Context: an optimization exercise on an open-source flow, tuned for a short achievable clock period and few clock cycles. The choices shown serve that exercise and are no tape-out recipe.
The RTL was checked by simulation tests, not by an equivalence proof against the original design.
Power figures rest on the tool's default switching activity, not on a simulated workload.

===== design/flow/config.mk =====
export PLATFORM = sky130hd
export DESIGN_NAME = ipc_rendezvous_scheduler
export DESIGN_NICKNAME = ipc_rendezvous_scheduler
export VERILOG_FILES = /design/flow/design.v
export SDC_FILE = /design/flow/constraint.sdc
export NUM_CORES = 4
export LEC_CHECK = 0
export ABC_CLOCK_PERIOD_IN_PS = 2500
export CAP_MARGIN = 30
export CORE_MARGIN = 2
export CORE_UTILIZATION = 40
export SETUP_SLACK_MARGIN = 3.0
export SLEW_MARGIN = 30

===== design/flow/constraint.sdc =====
create_clock -name core_clock -period 6.0 [get_ports {clk_i}]
set_input_delay 1.2000 -clock core_clock [delete_from_list [all_inputs] [get_ports {clk_i}]]
set_output_delay 1.2000 -clock core_clock [all_outputs]
set_load 0.01 [all_outputs]

===== design/flow/design.v =====
package irs_pkg;
  localparam int unsigned PID_W  = 4;
  localparam int unsigned LINK_W = 5;
  localparam int unsigned TAG_W  = 16;
  localparam int unsigned TICK_W = 8;
  typedef enum logic [2:0] {
    CMD_SEND  = 3'd0,
    CMD_RECV  = 3'd1,
    CMD_SCHED = 3'd2,
    CMD_POST  = 3'd3,
    CMD_LOAD  = 3'd4,
    CMD_TICK  = 3'd5
  } cmd_e;
  localparam logic [2:0] STS_DELIVERED = 3'd0;
  localparam logic [2:0] STS_BLOCKED   = 3'd1;
  localparam logic [2:0] STS_DEADLOCK  = 3'd2;
  localparam logic [2:0] STS_INT       = 3'd3;
  localparam logic [2:0] STS_DONE      = 3'd4;
  localparam logic [2:0] STS_IDLE_ALL  = 3'd5;
  localparam logic [1:0] PS_RUN  = 2'd0;
  localparam logic [1:0] PS_SEND = 2'd1;
  localparam logic [1:0] PS_RECV = 2'd2;
  localparam logic [LINK_W-1:0] PEER_ANY = 5'd16;
  localparam logic [LINK_W-1:0] PEER_INT = 5'd17;
  localparam logic [LINK_W-1:0] NO_LINK  = 5'd16;
  typedef struct packed {
    logic [1:0]        proc_state;
    logic [PID_W-1:0]  send_target;
    logic [LINK_W-1:0] recv_source;
    logic              int_pending;
    logic [LINK_W-1:0] queue_head;
    logic [LINK_W-1:0] queue_next;
    logic [TAG_W-1:0]  buffer_tag;
    logic [TICK_W-1:0] tick_left;
    logic [TICK_W-1:0] prio;
  } rec_t;
  localparam rec_t REC_RESET = {
    PS_RUN, {PID_W{1'b0}}, {LINK_W{1'b0}}, 1'b0,
    NO_LINK, NO_LINK, {TAG_W{1'b0}}, {TICK_W{1'b0}}, {TICK_W{1'b0}}
  };
endpackage
module ipc_rendezvous_scheduler #(
  parameter int unsigned NUM_TASKS = 4,
  parameter int unsigned NUM_USER  = 12
) (
  input  logic        clk_i,
  input  logic        rst_ni,
  input  logic        s_axis_tvalid,
  output logic        s_axis_tready,
  input  logic [39:0] s_axis_tdata,
  output logic        m_axis_tvalid,
  input  logic        m_axis_tready,
  output logic [31:0] m_axis_tdata
);
  localparam int N = 16;
  localparam logic [N*N-1:0] TIES = {
    16'h8000,
    16'hc000,
    16'he000,
    16'hf000,
    16'hf800,
    16'hfc00,
    16'hfe00,
    16'hff00,
    16'hff80,
    16'hffc0,
    16'hffe0,
    16'hfff0,
    16'hfff8,
    16'hfffc,
    16'hfffe,
    16'hffff
  };
  function automatic logic cmp8(input logic [7:0] a, input logic [7:0] b, input logic ge);
    logic [7:0] g, e;
    logic [3:0] g1, e1;
    logic [1:0] g2, e2;
    g = a & ~b;
    e = ~(a ^ b);
    for (int k = 0; k < 4; k++) begin
      g1[k] = g[2*k+1] | (e[2*k+1] & g[2*k]);
      e1[k] = e[2*k+1] & e[2*k];
    end
    for (int k = 0; k < 2; k++) begin
      g2[k] = g1[2*k+1] | (e1[2*k+1] & g1[2*k]);
      e2[k] = e1[2*k+1] & e1[2*k];
    end
    cmp8 = g2[1] | (e2[1] & g2[0]) | (ge & e2[1] & e2[0]);
  endfunction
  logic         rdy_q;
  logic         cv_q;
  logic [5:0]   op_q;       
  logic [3:0]   c_q, p_q;
  logic [N-1:0] coh_q;
  logic [N-1:0] poh_q;      
  logic         pnamed_q;   
  logic         pany_q, pint_q;
  logic [15:0]  tag_q;
  logic [7:0]   val_q;
  logic         accept;
  assign s_axis_tready = rdy_q;
  assign accept        = s_axis_tvalid && rdy_q;
  logic         cv_i;
  logic [5:0]   op_i;
  logic [3:0]   c_i, p_i;
  logic [N-1:0] coh_i, poh_i;
  logic         pnamed_i, pany_i, pint_i;
  logic [15:0]  tag_i;
  logic [7:0]   val_i;
  always_ff @(posedge clk_i or negedge rst_ni) begin
    if (!rst_ni) begin
      cv_i <= 1'b0;
      cv_q <= 1'b0;
    end else begin
      cv_i <= accept;
      cv_q <= cv_i;
    end
  end
  always_ff @(posedge clk_i) begin
    for (int k = 0; k < 6; k++) op_i[k] <= (s_axis_tdata[2:0] == 3'(k));
    c_i <= s_axis_tdata[6:3];
    p_i <= s_axis_tdata[10:7];
    for (int k = 0; k < N; k++) begin
      coh_i[k] <= (s_axis_tdata[6:3] == 4'(k));
      poh_i[k] <= (s_axis_tdata[11:7] == 5'(k));
    end
    pnamed_i <= !s_axis_tdata[11] && (s_axis_tdata[10:7] != s_axis_tdata[6:3]);
    pany_i   <= (s_axis_tdata[11:7] == irs_pkg::PEER_ANY);
    pint_i   <= (s_axis_tdata[11:7] == irs_pkg::PEER_INT);
    tag_i    <= s_axis_tdata[27:12];
    val_i    <= s_axis_tdata[35:28];
    op_q     <= op_i;
    c_q      <= c_i;
    p_q      <= p_i;
    coh_q    <= coh_i;
    poh_q    <= poh_i;
    pnamed_q <= pnamed_i;
    pany_q   <= pany_i;
    pint_q   <= pint_i;
    tag_q    <= tag_i;
    val_q    <= val_i;
  end
  logic [N-1:0]        snd_q, rcv_q;           
  logic [N-1:0][3:0]   tgt_q;                  
  logic [N-1:0]        rany_q, rint_q;         
  logic [N-1:0][3:0]   rsrc_q;                 
  logic [N-1:0]        ip_q;                   
  logic [N-1:0][15:0]  btag_q;                 
  logic [N-1:0][7:0]   tick_q, prio_q;
  logic [N-1:0][N-1:0] beatp_q;                
  logic                r1_q;                   
  logic [N-1:0]        nz_q, one_q;            
  logic [N-1:0]        pnz_q, pone_q;          
  logic [N-1:0][N-1:0] reach_q;                
  logic [N-1:0][N-1:0] older_q;                
  logic [N-1:0][N-1:0] head_q;                 
  logic [N-1:0]        runoh_q;                
  logic         dv_q;                          
  logic         d_dl_q, d_sdlv_q, d_sblk_q, d_rint_q, d_rdlv_q, d_rblk_q, d_poi_q, d_pset_q;
  logic         d_idle_q, d_any1_q, d_any2_q;
  logic [N-1:0] d_coh_q, d_poh_q, d_src_q, d_cola_q, d_second_q;
  logic [N-1:0] d_w1_q, d_w2_q;
  logic [N-1:0] m_snd_set_q, m_snd_clr_q, m_rcv_set_q, m_rcv_clr_q, m_ip_set_q, m_ip_clr_q;
  logic [N-1:0] m_radd_q, m_rclr_q, m_hset_q, m_hupd_q, m_refill_q;
  logic         m_run1_q, m_run2_q, m_rfl_q, m_swr_q, m_rwr_q;
  logic [3:0]   d_c_q, d_p_q;
  logic [15:0]  d_tag_q;
  logic         d_pany_q, d_pint_q, d_hset1_q, d_hupd1_q;
  logic         pf_snd_c_q, pf_rcv_c_q, pf_ip_c_q, pf_rai_c_q, pf_dl_q, pf_dlv_q, pf_ptoc_q;
  logic [N-1:0] pf_head_c_q, pf_head_p_q, pf_tgt_c_q, pf_rcol_c_q, pf_rcol_p_q, pf_rrow_p_q;
  logic         pe_cc_q, pe_cp_q, pe_pc_q, pe_pp_q, pe_csrc_q, pe_psrc_q;
  logic         refill_any;
  logic [N-1:0]        snd_t, rcv_t, ip_t, run_t, nz_t, one_t, runoh_t, refill_t;
  logic [N-1:0][7:0]   tick_t;
  logic [N-1:0][N-1:0] reach_t, head_t, older_t;
  logic [N-1:0][3:0]   tgt_t, rsrc_t;
  logic [N-1:0]        rany_t, rint_t;
  always_comb begin
    snd_t = (snd_q | m_snd_set_q) & ~m_snd_clr_q;
    rcv_t = (rcv_q | m_rcv_set_q) & ~m_rcv_clr_q;
    ip_t  = (ip_q | m_ip_set_q) & ~m_ip_clr_q;
    run_t = ~snd_t & ~rcv_t;
    refill_t = m_refill_q;
    refill_any = m_rfl_q;
    for (int i = 0; i < N; i++) begin
      tick_t[i] = refill_t[i] ? prio_q[i] : tick_q[i];
      nz_t[i]   = refill_t[i] ? pnz_q[i]  : nz_q[i];
      one_t[i]  = refill_t[i] ? pone_q[i] : one_q[i];
    end
    runoh_t = runoh_q;
    if (m_run1_q) begin
      runoh_t = d_w1_q;
    end else if (m_run2_q) begin
      runoh_t = d_w2_q;
    end
    for (int i = 0; i < N; i++) begin
      for (int j = 0; j < N; j++) begin
        reach_t[i][j] = (reach_q[i][j] || (m_radd_q[i] && d_cola_q[j]))
                        && !(m_rclr_q[i] && d_coh_q[j]);
      end
      tgt_t[i]   = (m_swr_q && d_coh_q[i]) ? d_p_q : tgt_q[i];
      rsrc_t[i]  = (m_rwr_q && d_coh_q[i]) ? d_p_q : rsrc_q[i];
      rany_t[i]  = (m_rwr_q && d_coh_q[i]) ? d_pany_q : rany_q[i];
      rint_t[i]  = (m_rwr_q && d_coh_q[i]) ? d_pint_q : rint_q[i];
      older_t[i] = older_q[i];
      if (m_swr_q) begin
        if (d_coh_q[i]) older_t[i] = '0;
        else older_t[i] = older_q[i] | d_coh_q;
      end
      head_t[i] = head_q[i];
      if (m_hset_q[i]) head_t[i] = d_coh_q;
      if (m_hupd_q[i]) head_t[i] = d_second_q;
    end
  end
  logic         is_send, is_recv, is_sched, is_post, is_load, is_tick;
  logic [N-1:0] reach_p, reach_c, wait_c, tgt_c, q_c, head_c, head_p, q2, second_c, src_oh;
  logic [N-1:0] reach_s, rowr, older_c;
  logic [N-1:0] excl, runn, cand1, cand2, win1, win2;
  logic         c_run, dl, dlv, s_valid, s_block, s_dlv;
  logic         r_valid, r_int, hv, r_any_dlv, r_named_dlv, r_dlv, r_block;
  logic         po_int, t_sched, sched, any1, any2;
  logic         snd_c, rcv_c, ip_c, rai_c, rowa_p, rowr_p, cola_c, cola_p, p_to_c;
  logic [N-1:0] rcol_p;
  logic [N-1:0][N-1:0] beatt, beatp_d;
  logic [N-1:0]        win1t, win1p, dec, one_n;
  logic                r1c1, r1c2, r1c0s, r1c0;
  always_comb begin
    {is_send, is_recv, is_sched, is_post, is_load, is_tick} = 6'b0;
    if (cv_q) begin
      is_send  = op_q[0];
      is_recv  = op_q[1];
      is_sched = op_q[2];
      is_post  = op_q[3];
      is_load  = op_q[4];
      is_tick  = op_q[5];
    end
    snd_c  = (pf_snd_c_q || (d_sblk_q && pe_cc_q)) && !(d_rdlv_q && pe_csrc_q);
    rcv_c  = (pf_rcv_c_q || (d_rblk_q && pe_cc_q)) && !(d_sdlv_q && pe_cp_q)
             && !(d_poi_q && pe_cc_q);
    c_run  = !snd_c && !rcv_c;
    ip_c   = (pf_ip_c_q || (d_pset_q && pe_cc_q)) && !(d_rint_q && pe_cc_q);
    rai_c  = (m_rwr_q && pe_cc_q) ? (d_pany_q || d_pint_q) : pf_rai_c_q;
    rowa_p = |(m_radd_q & poh_q);
    rowr_p = |(m_rclr_q & poh_q);
    cola_c = |(d_cola_q & coh_q);
    cola_p = |(d_cola_q & poh_q);
    dl     = (pf_dl_q || (rowa_p && cola_c)) && !(rowr_p && pe_cc_q);
    dlv    = (pf_dlv_q && !(d_sdlv_q && pe_pp_q) && !(d_poi_q && pe_pc_q))
             || (d_rblk_q && pe_pc_q && (d_pany_q || pe_cp_q));
    head_c = pf_head_c_q;
    if (d_hset1_q && pe_cp_q) head_c = d_coh_q;
    if (d_hupd1_q && pe_cc_q) head_c = d_second_q;
    head_p = pf_head_p_q;
    if (d_hset1_q && pe_pp_q) head_p = d_coh_q;
    if (d_hupd1_q && pe_pc_q) head_p = d_second_q;
    for (int i = 0; i < N; i++) begin
      tgt_c[i]   = (m_swr_q && d_coh_q[i]) ? pe_cp_q : pf_tgt_c_q[i];
      reach_c[i] = (pf_rcol_c_q[i] || (m_radd_q[i] && cola_c)) && !(m_rclr_q[i] && pe_cc_q);
      rcol_p[i]  = (pf_rcol_p_q[i] || (m_radd_q[i] && cola_p)) && !(m_rclr_q[i] && pe_pc_q);
      reach_p[i] = (pf_rrow_p_q[i] || (rowa_p && d_cola_q[i])) && !(rowr_p && d_coh_q[i]);
    end
    p_to_c = (pf_ptoc_q && !(d_rdlv_q && pe_psrc_q)) || (d_sblk_q && pe_pc_q && pe_cp_q);
    q_c = snd_t & tgt_c;                       
    hv  = |head_c;
    q2  = q_c & ~head_c;
    for (int i = 0; i < N; i++) begin
      for (int j = 0; j < N; j++) older_c[j] = older_t[j][i];
      second_c[i] = q2[i] && !(|(q2 & older_c));
    end
    s_valid = is_send && pnamed_q && c_run;
    s_dlv   = s_valid && !dl && dlv;
    s_block = s_valid && !dl && !dlv;
    r_valid     = is_recv && (pany_q || pint_q || pnamed_q) && c_run;
    r_int       = r_valid && ip_c && (pany_q || pint_q);
    r_any_dlv   = r_valid && !r_int && pany_q && hv;
    r_named_dlv = r_valid && pnamed_q && p_to_c;
    r_dlv       = r_any_dlv || r_named_dlv;
    r_block     = r_valid && !r_int && !r_dlv;
    src_oh      = pany_q ? head_c : poh_q;
    for (int i = 0; i < N; i++) rowr[i] = src_oh[i] || (pany_q ? |(reach_t[i] & head_c) : rcol_p[i]);
    po_int = is_post && rcv_c && rai_c;
    t_sched = is_tick && r1_q;
    excl = '0;
    runn = run_t;
    if (op_q[0] || op_q[1]) begin
      excl = coh_q;
      runn = run_t & ~coh_q;
    end else if (op_q[5]) begin
      excl = runoh_t;
    end
    cand1 = run_t & ~excl & nz_t;
    cand2 = runn & pnz_q;
    for (int i = 0; i < N; i++) begin
      beatt[i][i] = 1'b1;
      for (int j = i + 1; j < N; j++) begin
        beatt[i][j] = cmp8(tick_q[i], tick_q[j], 1'b1);
        beatt[j][i] = !beatt[i][j];
      end
    end
    for (int i = 0; i < N; i++) begin
      win1t[i] = cand1[i] && &(~cand1 | beatt[i]);
      win1p[i] = cand1[i] && &(~cand1 | beatp_q[i]);
      win1[i]  = refill_any ? win1p[i] : win1t[i];
      win2[i]  = cand2[i] && &(~cand2 | beatp_q[i]);
    end
    any1  = |cand1;
    any2  = |cand2;
    sched = is_sched || s_block || r_block || t_sched;
    for (int i = 0; i < N; i++) begin
      dec[i]   = is_tick && runoh_t[i] && nz_t[i];
      one_n[i] = dec[i] ? (tick_t[i] == 8'd2) : one_t[i];
    end
    r1c1  = !(|(cand1 & ~one_t));              
    r1c2  = !(|(cand2 & ~pone_q));             
    r1c0s = |(runoh_t & one_n & ~runn);        
    r1c0  = |(runoh_t & one_n);
    beatp_d = beatp_q;
    for (int i = 0; i < N; i++) begin
      for (int j = 0; j < N; j++) begin
        if (is_load && coh_q[i] && i != j) beatp_d[i][j] = cmp8(val_q, prio_q[j], i < j);
        if (is_load && coh_q[j] && i != j) beatp_d[i][j] = !cmp8(val_q, prio_q[i], j < i);
      end
    end
  end
  logic [N-1:0] f_rrow, f_tgt, f_wait, f_headc, f_headp;
  always_comb begin
    f_rrow  = '0;
    f_headc = '0;
    f_headp = '0;
    for (int i = 0; i < N; i++) begin
      if (poh_i[i]) f_rrow |= reach_t[i];
      if (coh_i[i]) f_headc |= head_t[i];
      if (poh_i[i]) f_headp |= head_t[i];
      f_tgt[i]  = (tgt_t[i] == c_i);
      f_wait[i] = rcv_t[i] && (rany_t[i] || (!rint_t[i] && rsrc_t[i] == c_i));
    end
  end
  always_ff @(posedge clk_i) begin
    pf_snd_c_q  <= |(snd_t & coh_i);
    pf_rcv_c_q  <= |(rcv_t & coh_i);
    pf_ip_c_q   <= |(ip_t & coh_i);
    pf_rai_c_q  <= |(coh_i & (rany_t | rint_t));
    pf_dl_q     <= |(f_rrow & coh_i);
    pf_dlv_q    <= |(poh_i & f_wait);
    pf_ptoc_q   <= |(poh_i & snd_t & f_tgt);
    pf_tgt_c_q  <= f_tgt;
    pf_rrow_p_q <= f_rrow;
    pf_head_c_q <= f_headc;
    pf_head_p_q <= f_headp;
    for (int i = 0; i < N; i++) begin
      pf_rcol_c_q[i] <= |(reach_t[i] & coh_i);
      pf_rcol_p_q[i] <= |(reach_t[i] & poh_i);
    end
    pe_cc_q   <= |(coh_i & coh_q);
    pe_cp_q   <= |(coh_i & poh_q);
    pe_pc_q   <= |(poh_i & coh_q);
    pe_pp_q   <= |(poh_i & poh_q);
    pe_csrc_q <= |(coh_i & src_oh);
    pe_psrc_q <= |(poh_i & src_oh);
  end
  always_ff @(posedge clk_i or negedge rst_ni) begin
    if (!rst_ni) begin
      snd_q   <= '0;
      rcv_q   <= '0;
      ip_q    <= '0;
      tick_q  <= '0;
      beatp_q <= TIES;
      r1_q    <= 1'b0;
      nz_q    <= '0;
      one_q   <= '0;
      prio_q  <= '0;
      pnz_q   <= '0;
      pone_q  <= '0;
      reach_q <= '0;
      head_q  <= '0;
      runoh_q <= 16'd1;
      dv_q       <= 1'b0;
      m_snd_set_q <= '0;
      m_snd_clr_q <= '0;
      m_rcv_set_q <= '0;
      m_rcv_clr_q <= '0;
      m_ip_set_q  <= '0;
      m_ip_clr_q  <= '0;
      m_radd_q    <= '0;
      m_rclr_q    <= '0;
      m_hset_q    <= '0;
      m_hupd_q    <= '0;
      d_hset1_q   <= 1'b0;
      d_hupd1_q   <= 1'b0;
      m_refill_q  <= '0;
      m_run1_q    <= 1'b0;
      m_run2_q    <= 1'b0;
      m_rfl_q     <= 1'b0;
      d_dl_q     <= 1'b0;
      d_sdlv_q   <= 1'b0;
      d_sblk_q   <= 1'b0;
      d_rint_q   <= 1'b0;
      d_rdlv_q   <= 1'b0;
      d_rblk_q   <= 1'b0;
      d_poi_q    <= 1'b0;
      d_pset_q   <= 1'b0;
      d_idle_q   <= 1'b0;
    end else begin
      snd_q   <= snd_t;
      rcv_q   <= rcv_t;
      ip_q    <= ip_t;
      reach_q <= reach_t;
      head_q  <= head_t;
      runoh_q <= runoh_t;
      for (int i = 0; i < N; i++) begin
        tick_q[i] <= tick_t[i];
        nz_q[i]   <= nz_t[i];
        one_q[i]  <= one_t[i];
        if (dec[i]) begin
          tick_q[i] <= tick_t[i] - 8'd1;
          nz_q[i]   <= !one_t[i];
          one_q[i]  <= (tick_t[i] == 8'd2);
        end
        if (is_load && coh_q[i]) begin
          prio_q[i] <= val_q;
          pnz_q[i]  <= (val_q != 8'd0);
          pone_q[i] <= (val_q == 8'd1);
        end
      end
      dv_q       <= cv_q;
      beatp_q    <= beatp_d;
      r1_q       <= sched ? (any1 ? r1c1 : any2 ? r1c2 : r1c0s) : r1c0;
      m_snd_set_q <= {N{s_block}} & coh_q;
      m_snd_clr_q <= {N{r_dlv}} & src_oh;
      m_rcv_set_q <= {N{r_block}} & coh_q;
      m_rcv_clr_q <= ({N{s_dlv}} & poh_q) | ({N{po_int}} & coh_q);
      m_ip_set_q  <= {N{is_post && !po_int}} & coh_q;
      m_ip_clr_q  <= {N{r_int}} & coh_q;
      m_radd_q    <= {N{s_block}} & (coh_q | reach_c);
      m_rclr_q    <= {N{r_dlv}} & rowr;
      m_hset_q    <= {N{s_block && !(|head_p)}} & poh_q;
      m_hupd_q    <= {N{r_dlv && (pany_q || |(head_c & poh_q))}} & coh_q;
      d_hset1_q   <= s_block && !(|head_p);
      d_hupd1_q   <= r_dlv && (pany_q || |(head_c & poh_q));
      m_refill_q  <= {N{sched && !any1}} & runn;
      m_run1_q    <= sched && any1;
      m_run2_q    <= sched && !any1 && any2;
      m_rfl_q     <= sched && !any1;
      d_dl_q     <= s_valid && dl;
      d_sdlv_q   <= s_dlv;
      d_sblk_q   <= s_block;
      d_rint_q   <= r_int;
      d_rdlv_q   <= r_dlv;
      d_rblk_q   <= r_block;
      d_poi_q    <= po_int;
      d_pset_q   <= is_post && !po_int;
      d_idle_q   <= is_sched || t_sched;
    end
  end
  always_ff @(posedge clk_i or negedge rst_ni) begin
    if (!rst_ni) begin
      m_swr_q <= 1'b0;
      m_rwr_q <= 1'b0;
    end else begin
      m_swr_q <= is_send && c_run;
      m_rwr_q <= is_recv && c_run;
    end
  end
  always_ff @(posedge clk_i) begin
    tgt_q   <= tgt_t;
    rsrc_q  <= rsrc_t;
    rany_q  <= rany_t;
    rint_q  <= rint_t;
    older_q <= older_t;
    for (int i = 0; i < N; i++) begin
      if (m_swr_q && d_coh_q[i]) btag_q[i] <= d_tag_q;
    end
    d_pany_q   <= pany_q;
    d_pint_q   <= pint_q;
    d_any1_q   <= any1;
    d_any2_q   <= any2;
    d_coh_q    <= coh_q;
    d_poh_q    <= poh_q;
    d_c_q      <= c_q;
    d_p_q      <= p_q;
    d_tag_q    <= tag_q;
    d_src_q    <= src_oh;
    d_cola_q   <= poh_q | reach_p;
    d_second_q <= second_c;
    d_w1_q     <= win1;
    d_w2_q     <= win2;
  end
  logic [2:0]  sts;
  logic [4:0]  from;
  logic [3:0]  to, src_pid, run_pid;
  logic [15:0] dtag, src_tag;
  logic [31:0] res;
  always_comb begin
    src_pid = '0;
    src_tag = '0;
    run_pid = '0;
    for (int i = 0; i < N; i++) begin
      if (d_src_q[i]) begin
        src_pid |= 4'(i);
        src_tag |= btag_q[i];
      end
      if (runoh_t[i]) run_pid |= 4'(i);
    end
    sts  = irs_pkg::STS_DONE;
    from = '0;
    to   = '0;
    dtag = '0;
    if (d_dl_q) sts = irs_pkg::STS_DEADLOCK;
    if (d_sdlv_q) begin
      sts  = irs_pkg::STS_DELIVERED;
      from = {1'b0, d_c_q};
      to   = d_p_q;
      dtag = d_tag_q;
    end
    if (d_sblk_q || d_rblk_q) sts = irs_pkg::STS_BLOCKED;
    if (d_rint_q || d_poi_q) begin
      sts  = irs_pkg::STS_INT;
      from = irs_pkg::PEER_INT;
      to   = d_c_q;
    end
    if (d_rdlv_q) begin
      sts  = irs_pkg::STS_DELIVERED;
      from = {1'b0, src_pid};
      to   = d_c_q;
      dtag = src_tag;
    end
    if (d_idle_q && !d_any1_q && !d_any2_q) sts = irs_pkg::STS_IDLE_ALL;
    res = {run_pid, dtag, to, from, sts};
  end
  logic [4:0]  fv_q, fv_s, fv_d, wr;         
  logic [4:0][31:0] fifo_q, fifo_d;
  logic [1:0]  n_in;
  logic        pop;
  assign m_axis_tvalid = fv_q[0];
  assign m_axis_tdata  = fifo_q[0];
  assign pop           = fv_q[0] && m_axis_tready;
  always_comb begin
    fifo_d = fifo_q;
    fv_s   = fv_q;
    if (pop) begin
      fifo_d = {32'b0, fifo_q[4:1]};
      fv_s   = {1'b0, fv_q[4:1]};
    end
    for (int k = 0; k < 5; k++) begin
      wr[k] = dv_q && !fv_s[k] && (k == 0 || fv_s[k-1]);
      if (wr[k]) fifo_d[k] = res;
    end
    fv_d = fv_s | wr;
    n_in = 2'(accept) + 2'(cv_i) + 2'(cv_q);
  end
  always_ff @(posedge clk_i or negedge rst_ni) begin
    if (!rst_ni) begin
      fv_q  <= '0;
      rdy_q <= 1'b1;
    end else begin
      fv_q  <= fv_d;
      rdy_q <= !fv_d[4] && !(fv_d[3] && n_in >= 2'd1) && !(fv_d[2] && n_in >= 2'd2)
               && !(fv_d[1] && n_in == 2'd3);
    end
  end
  always_ff @(posedge clk_i) begin
    fifo_q <= fifo_d;
  end
endmodule

===== design/flow/run.sh =====
#!/bin/bash
# synth_recipe.tcl (not shown) runs the flow's synth.tcl, then flattens the netlist and writes it again
# the make line also repeats each setting of config.mk as NAME=value (left out here)
make -C /OpenROAD-flow-scripts/flow DESIGN_CONFIG=/design/flow/config.mk WORK_HOME=/design/flow/orfs CLKGATE_MAP_FILE= SYNTH_SCRIPT=/design/flow/synth_recipe.tcl finish

==> results of run 1 <==
[cells in the mapped netlist, drive strengths merged, types with 21 or more instances]
cell type / n / area [um^2]
and4: 21 / 184
nand2: 1086 / 4080
xor2: 120 / 1050
inv: 349 / 1310
mux2i: 458 / 4580
a22oi: 178 / 1340
ha: 1119 / 14000
or2: 23 / 144
buf: 194 / 896
o21a: 64 / 480
nand4: 223 / 1400
nor4: 125 / 782
nor2: 1095 / 4110
o21bai: 51 / 383
a211oi: 52 / 390
edfxtp: 416 / 12500
o21ai: 972 / 4860
a31oi: 70 / 438
o221ai: 30 / 269
o2111ai: 45 / 413
o22a: 25 / 219
a221oi: 485 / 4250
nor3b: 25 / 193
dfrtp: 1216 / 30400
nor2b: 38 / 238
nand2b: 34 / 213
and2: 121 / 757
xnor2: 155 / 1360
a22o: 498 / 4360
a21oi: 1068 / 5350
dfstp: 122 / 3210
a211o: 37 / 324
dfxtp: 795 / 15900
nand3: 178 / 901
and3: 43 / 269
o22ai: 444 / 2780
clkbuf: 832 / 3120
a2111oi: 39 / 385
nor3: 129 / 646
a21o: 152 / 1140
or4: 34 / 255
mux2: 118 / 1330
o211ai: 145 / 1090
[metrics by stage]
step / setup slack [ns] / hold slack [ns] / util / instance area [um^2] / instances
detailed placement: 1.78 / 0.312 / 0.421 / 140000 / 17500
CTS: 2.80 / 0.154 / 0.461 / 154000 / 18300
global placement: 1.62 / 0.310 / 0.420 / 140000 / 17500
global route: 2.71 / 0.186 / 0.468 / 156000 / 18400
floorplan: 2.79 / 0.310 / - / 134000 / 13600
finish: 2.74 / 0.160 / 0.469 / 156000 / 18400
[area by class of cell]
class | instances | area share
Antenna cell | 37 | 0.000593
Clock buffer | 416 | 0.0524
Clock inverter | 105 | 0.00830
Inverter | 364 | 0.0104
Multi-Input combinational cell | 9651 | 0.439
Sequential cell | 2549 | 0.400
Tap cell | 4387 | 0.0352
Timing Repair Buffer | 923 | 0.0536
[how the worst max path moves through the flow]
stage	start	endpoint	cells after the start
2_1_floorplan	m_refill_q[15]	r1_q	12
3_3_place_gp	m_run1_q	d_w1_q[1]	9
3_5_place_dp	m_run2_q	d_w1_q[1]	10
4_1_cts	m_refill_q[15]	r1_q	10
5_1_grt	m_run2_q	r1_q	12
6_report	coh_q[5]	r1_q	10
[state kept, by name (all words and copies together) (netlist names), 64 cells and up]
register	flops
reach_q	256
head_q	256
tick_q	128
btag_q	256
tgt_q	64
rsrc_q	64
prio_q	128
fifo_q	160
beatp_q	240
older_q	256
[power by group]
group / switching [uW] / leakage [uW] / internal, uW
logic: 17200 / 0.0318 / 10900
registers: 2000 / 0.0282 / 19700
clock network: 7760 / 0.00460 / 10200
[worst max-delay path, cell delays in order (launching register included)]
cell and delay, ns:
dfxtp_1 0.31, buf_4 0.35, o21ai_0 0.15, nand4b_1 0.13, buf_4 0.41, nand4_1 0.17, nor2_2 0.23, o2111ai_1 0.14
or4_1 0.40, or4_1 0.52, a221o_1 0.33
[metal layers]
layer,routed length [um],vias to the layer above,GRT usage
met4,45200,34,0.200
met2,241000,9054,0.481
met3,80100,2829,0.125
met5,426,-,0.00184
met1,231000,59200,0.438
li1,-,51200,-
[what timing repair did]
| item | in CTS | in global routing |
|---|---|---|
| resized for setup | 510 | 286 |
| cloned | 3 | 4 |
| pin swaps | 50 | 57 |
| setup endpoints to repair | 407 | 200 |
| buffers inserted | 264 | 115 |
| hold endpoints to repair | 0 | 0 |
[kinds of logic (layout without fill, tap and decap cells)]
| family | after synthesis | after routing | share of synthesized area |
|---|---|---|---|
| flip-flops | 2549 | 2549 | 0.464 |
| AND/OR/NAND/NOR | 3221 | 3221 | 0.109 |
| adder cells (fa/ha/maj) | 1120 | 1120 | 0.105 |
| buffers and inverters | 1390 | 1808 | 0.0403 |
| multiplexers | 576 | 576 | 0.0443 |
| other | 0 | 37 | 0 |
| XOR/XNOR | 275 | 275 | 0.0180 |
| AO/OA/AOI/OAI | 4456 | 4459 | 0.220 |
==> impl_metrics.ini, run 1 <==
[run_status]
status = no timing/DRC/antenna violations

[global_route]
grt-ovfl-total = 0
grt_pass1_wl_um = 840000
grt_util_all_layers = 0.339
grt_pass1_vias = 114000
antenna_found_initial = 52
grt_max_degree = 169

[setup_path]
worstReg2RegEnd = r1_q
reg2reg_from = coh_q[5]
r2r_setup_slack_ns = 2.74
endpoint_kind = register
path_max_fanout = 18
critPathKind = reg -> reg
worstPathRequired_ns = 6.82
worstRegToRegCells = 10
cp-start-kind = register
crit_arrival_ns = 4.08

[logic_synthesis]
syn_inst = 13600
async_flop_share = 0.525
syn_nets = 14800
synth_edf_count = 416
ys_ff_latch = 2549
yosys_warnings = 2
seq_area_frac_synth = 0.464
netlist_area_mm2 = 0.134
synth.distinct_cells = 91
postSynthAreaPerCell_um2 = 9.84
ys.flop_type = dfrtp_1

[clocking]
ctsHoldBuffers = 0
clockRootBuffer = clkbuf_16
cts.clk_slew.worst_paths_ns = 0.07
cts_made_buffers = 286
htree_levels = 5
clockBufferDepth = 4
clock_latency_ns = 0.95
cts.sinks = 2549
cts_tree = yes

[sta]
clock_skew_ns = 0.0734
fin_crit_sh = 0.543
final-setup-viol-count = 0
max_freq_mhz = 307
timing.final.hold_violations = 0
slew_viol_final = 0
worst_slew_pin_slew_ns = 1.22
layout_min_cycle_time_ns = 3.26
fin_tns_setup_ns = 0
rsz0062_at_grt = true
slew_headroom = 0.180

[floorplanning]
die-width_um = 582
core_area_mm2 = 0.333
die-area_mm2 = 0.339
die_h_um = 582
ioPinCount = 78
row_count = 212
initial_core_util = 0.401

[cells_and_area]
drive_above_1_share = 0.157
layout_commonest_cell = ha_1
multi_input_area_mm2 = 0.0686
seqCellArea_mm2 = 0.0625
area_growth_pct = 16.8
layout_common_cells = 1117 x ha_1, 1092 x dfrtp_1, 1084 x nor2_1
num-fill-cells = 30800
nets = 14900

[routing]
vias_per_cell = 6.63
drc = 0
drt-initial-drc-count = 17800
routedWlPerCell_um = 32.4
drt_wl_total_um = 598000
drtPass1Iterations = 13
num_vias = 122000
detail-route-antenna-nets = 0

[hold_path]
hold_path.class = in -> async

[pwr]
power_uw = 67800
power_density_mw_per_mm2 = 434
ir_drop_v = 0.000310
total_leakage_power_uw = 0.0647

[placement]
dpl.hpwl_um = 374000
io_buffers = 73
place_congestion = 1.09

[flow_run]
maxCapViolCount = 0
Testbench counts, summed over its fixed seeds: cycles 4,832.
==> inputs of run 2 (changes only) <==
--- a/design/flow/design.v
+++ b/design/flow/design.v
@@ -151,6 +151,7 @@
   logic                r1_q;                   
   logic [N-1:0]        nz_q, one_q;            
   logic [N-1:0]        pnz_q, pone_q;          
+  logic [N-1:0]        two_q, ptwo_q;          
   logic [N-1:0][N-1:0] reach_q;                
   logic [N-1:0][N-1:0] older_q;                
   logic [N-1:0][N-1:0] head_q;                 
@@ -170,7 +171,7 @@
   logic [N-1:0] pf_head_c_q, pf_head_p_q, pf_tgt_c_q, pf_rcol_c_q, pf_rcol_p_q, pf_rrow_p_q;
   logic         pe_cc_q, pe_cp_q, pe_pc_q, pe_pp_q, pe_csrc_q, pe_psrc_q;
   logic         refill_any;
-  logic [N-1:0]        snd_t, rcv_t, ip_t, run_t, nz_t, one_t, runoh_t, refill_t;
+  logic [N-1:0]        snd_t, rcv_t, ip_t, run_t, nz_t, one_t, two_t, runoh_t, refill_t;
   logic [N-1:0][7:0]   tick_t;
   logic [N-1:0][N-1:0] reach_t, head_t, older_t;
   logic [N-1:0][3:0]   tgt_t, rsrc_t;
@@ -186,6 +187,7 @@
       tick_t[i] = refill_t[i] ? prio_q[i] : tick_q[i];
       nz_t[i]   = refill_t[i] ? pnz_q[i]  : nz_q[i];
       one_t[i]  = refill_t[i] ? pone_q[i] : one_q[i];
+      two_t[i]  = refill_t[i] ? ptwo_q[i] : two_q[i];
     end
     runoh_t = runoh_q;
     if (m_run1_q) begin
@@ -308,7 +310,7 @@
     sched = is_sched || s_block || r_block || t_sched;
     for (int i = 0; i < N; i++) begin
       dec[i]   = is_tick && runoh_t[i] && nz_t[i];
-      one_n[i] = dec[i] ? (tick_t[i] == 8'd2) : one_t[i];
+      one_n[i] = dec[i] ? two_t[i] : one_t[i];
     end
     r1c1  = !(|(cand1 & ~one_t));              
     r1c2  = !(|(cand2 & ~pone_q));             
@@ -371,6 +373,8 @@
       prio_q  <= '0;
       pnz_q   <= '0;
       pone_q  <= '0;
+      two_q   <= '0;
+      ptwo_q  <= '0;
       reach_q <= '0;
       head_q  <= '0;
       runoh_q <= 16'd1;
@@ -411,15 +415,18 @@
         tick_q[i] <= tick_t[i];
         nz_q[i]   <= nz_t[i];
         one_q[i]  <= one_t[i];
+        two_q[i]  <= two_t[i];
         if (dec[i]) begin
           tick_q[i] <= tick_t[i] - 8'd1;
           nz_q[i]   <= !one_t[i];
-          one_q[i]  <= (tick_t[i] == 8'd2);
+          one_q[i]  <= two_t[i];
+          two_q[i]  <= (tick_t[i] == 8'd3);
         end
         if (is_load && coh_q[i]) begin
           prio_q[i] <= val_q;
           pnz_q[i]  <= (val_q != 8'd0);
           pone_q[i] <= (val_q == 8'd1);
+          ptwo_q[i] <= (val_q == 8'd2);
         end
       end
       dv_q       <= cv_q;
==> run 2 against run 1 <==
  * Still clean on timing, DRC and antenna
  * Cell area up 0.43%
  * Sequential share of layout area up 0.32 points
  * Hold slack better by 0.056 ns
  * Count of clock-buffer cells in the layout down 10
  * Final cell count up 0.72%
  * Combinational power up 16%
  * Synthesized area up 1.2%
  * Sequential cell count up 32
  * Die area up 1.2%
  * Critical path type unchanged
  * Critical endpoint is now pf_dl_q
==> impl_metrics.ini, run 2 <==
[run_status]
status = no timing/DRC/antenna violations

[cells_and_area]
drive_above_1_share = 0.156
fin_util = 0.466
seqCellArea_mm2 = 0.0633
num-fill-cells = 31300
layout_common_cells = 1115 x dfrtp_1, 1110 x ha_1, 1092 x nor2_1
nets = 15000
multi_input_area_mm2 = 0.0688
layout_commonest_cell = dfrtp_1
area_growth_pct = 15.9

[global_route]
grt_max_degree = 154
antenna_found_initial = 42
grt_pass1_vias = 113000
grt_pass1_wl_um = 844000
grt-ovfl-total = 0
grt_util_all_layers = 0.338

[setup_path]
r2r_setup_slack_ns = 2.77
crit_buf_inv = 1
crit_arrival_ns = 3.93
cp_top_family = compound AO/OA/AOI/OAI gates
crit_slowest_cell = dfxtp_2
endpoint_kind = register
slowest_delay_ns = 0.64
cp-start-kind = register
path_max_fanout = 33
critPathKind = reg -> reg
crit_top_cell = nand4_1
worstPathRequired_ns = 6.71
worstPathCellList = buf_8 > a21oi_1 > a22oi_1 > nand4_1 > or3_1 > a22o_1 > a221oi_1 > nand4_1

[floorplanning]
ioPinCount = 78
initial_core_util = 0.402
die-area_mm2 = 0.343
die_h_um = 586
row_count = 213
core_area_mm2 = 0.337
die-width_um = 586

[clocking]
cts_made_buffers = 282
cts_tree = yes
cts.clk_slew.worst_paths_ns = 0.06
clockRootBuffer = clkbuf_16
clockBufferDepth = 4
cts.sinks = 2581
clock_latency_ns = 0.94
htree_levels = 5

[sta]
max_freq_mhz = 310
final-setup-viol-count = 0
layout_min_cycle_time_ns = 3.23
slew_headroom = 0.216
clock_skew_ns = 0.0855
worst_slew_pin_slew_ns = 1.18
fin_crit_sh = 0.538
slew_viol_final = 0
timing.final.hold_violations = 0
rsz0062_at_grt = true
fin_tns_setup_ns = 0

[logic_synthesis]
seq_area_frac_synth = 0.465
async_flop_share = 0.531
synth_top_area_frac = 0.231
yosys_warnings = 2
ys.flop_type = dfrtp_1
synth_edf_count = 416
netlist_top_cells_count = 1248 x dfrtp_1, 1120 x nor2_1, 1119 x ha_1
syn_nets = 14800
ys_ff_latch = 2581
synth.distinct_cells = 104
postSynthAreaPerCell_um2 = 9.89
synthTopCellsByArea = dfrtp_1 23%, dfxtp_1 12%, ha_1 10%
syn_inst = 13700
yosysMostFrequentCell = dfrtp_1
synth_top_area_cell = dfrtp_1
netlist_area_mm2 = 0.135

[pwr]
total_leakage_power_uw = 0.0648
ir_drop_v = 0.000397
power_density_mw_per_mm2 = 464

[routing]
detail-route-antenna-nets = 0
drt_wl_total_um = 601000
num_vias = 122000
drt-initial-drc-count = 18600
vias_per_cell = 6.58
drc = 0
routedWlPerCell_um = 32.4
drtPass1Iterations = 10

[placement]
dpl.hpwl_um = 378000
place_congestion = 1.03
io_buffers = 73

[flow_run]
maxCapViolCount = 0

[hold_path]
hold_path.class = in -> async
## run 2: cell count changes after synthesis, moves of 39 or more
cell      before   now
o21a_1        64   118
nor4_1       125    86
a22o_1       498   448
a21o_1       152   111
a22oi_1      178   296
a21oi_1     1068  1012
inv_1        346   389
a221oi_1     485   437
and2_1       120    69
clkbuf_1     832   791
o21ai_0      958  1003
## run 2: timing repair
item	4_1_cts	5_1_grt
hold endpoints to repair	0	0
setup buffers	195	129
gates cloned	5	4
hold buffers	0	0
pin swaps	44	68
resized for setup	481	245
endpoints found under the setup margin	349	234
## run 2: worst register-to-register path: cells and delay by family, from the launching register on
kind                   cells  cell delay [ns]
AND/OR/NAND/NOR            3             0.87
flip-flops                 1             0.64
buffers and inverters      1             0.41
AO/OA/AOI/OAI              4             1.15
## run 2: path summary, 6_finish.rpt
path / cells after the start / to / start
worst max-delay path: 8 / pf_dl_q / d_coh_q[2]
worst min-delay path: 1 / prio_q[85] / rst_ni
worst max register to register: 8 / pf_dl_q / d_coh_q[2]
worst min register to register: 0 / d_tag_q[9] / tag_q[9]
max in group asynchronous: 3 / head_q[112] / rst_ni
min in group core_clock: 0 / d_tag_q[9] / tag_q[9]
## run 2: per-layer routing
layer | wire length [um] | global-route usage | vias to the layer above
li1 | - | - | 51200
met1 | 235000 | 0.448 | 59200
met2 | 242000 | 0.478 | 9073
met3 | 80200 | 0.118 | 2700
met4 | 43400 | 0.188 | 34
met5 | 386 | 0.00252 | -
## run 2: kinds of logic after synthesis
family | count (synthesis) | synth area share
multiplexers | 625 | 0.0482
AND/OR/NAND/NOR | 3167 | 0.106
AO/OA/AOI/OAI | 4480 | 0.219
buffers and inverters | 1452 | 0.0423
XOR/XNOR | 255 | 0.0165
flip-flops | 2581 | 0.465
adder cells (fa/ha/maj) | 1120 | 0.104
## run 2: final cells by class
type / count / share of cell area
well taps: 4515 / 0.0360
clock inverters: 110 / 0.00838
clock buffers: 406 / 0.0519
repair buffers: 872 / 0.0498
inverters: 406 / 0.0114
multi-input cells: 9651 / 0.439
flip-flops and latches: 2581 / 0.404
diodes: 23 / 0.000367
## run 2: power by group
group          total (uW)  internal [uW]  switching (uW)
sequential          22100          20000            2120
combinational       32700          12400           20200
clock               17900          10300            7620
total               72700          42700           30000
## run 2: stage by stage
step | power [uW] | hold WS, ns | instances | cell area, um^2 | worst slack (ns)
2_1_floorplan | 38400 | 0.310 | 13700 | 135000 | 2.97
3_3_place_gp | 49300 | 0.310 | 17700 | 142000 | 1.97
3_5_place_dp | 49700 | 0.312 | 17700 | 142000 | 1.95
4_1_cts | 69700 | 0.276 | 18400 | 154000 | 2.95
5_1_grt | 75900 | 0.261 | 18500 | 157000 | 2.76
6_report | 72700 | 0.216 | 18600 | 157000 | 2.77
Testbench counts of run 2, summed over its fixed seeds: cycles 4,832.

-- static timing again, ports no longer ideal --
No port has a modelled driver above. Below, the same layouts with a new extraction and two added sets of constraints.
Step 1 (the two cells are an assumption about what drives the block):
set clk [get_ports {clk_i}]
set_driving_cell -lib_cell sky130_fd_sc_hd__clkbuf_16 $clk
set_driving_cell -lib_cell sky130_fd_sc_hd__buf_2 [delete_from_list [all_inputs] $clk]
Step 2 adds t to the input delays and takes it off the output delays; t is the mean of the earliest and latest rising clock arrival at the registers after step 1. Input paths then give back, and output paths get back, about the clock's delay inside the block.
Three values: ideal ports, drivers, drivers and shift; two values: the first two.
run | t, ns | setup WS [ns] | worst setup path after step 2 | cell pins on the clock port's net
run 1 | 1.046 | 2.742 / 2.742 / 2.258 | input to register | 1
run 2 | 1.006 | 2.773 / 2.773 / 2.329 | input to register | 1
After both steps every run listed still meets setup and hold. The setup slack of run 1, which loses most, moves by 0.000 ns with the drivers and by -0.484 ns with both steps.
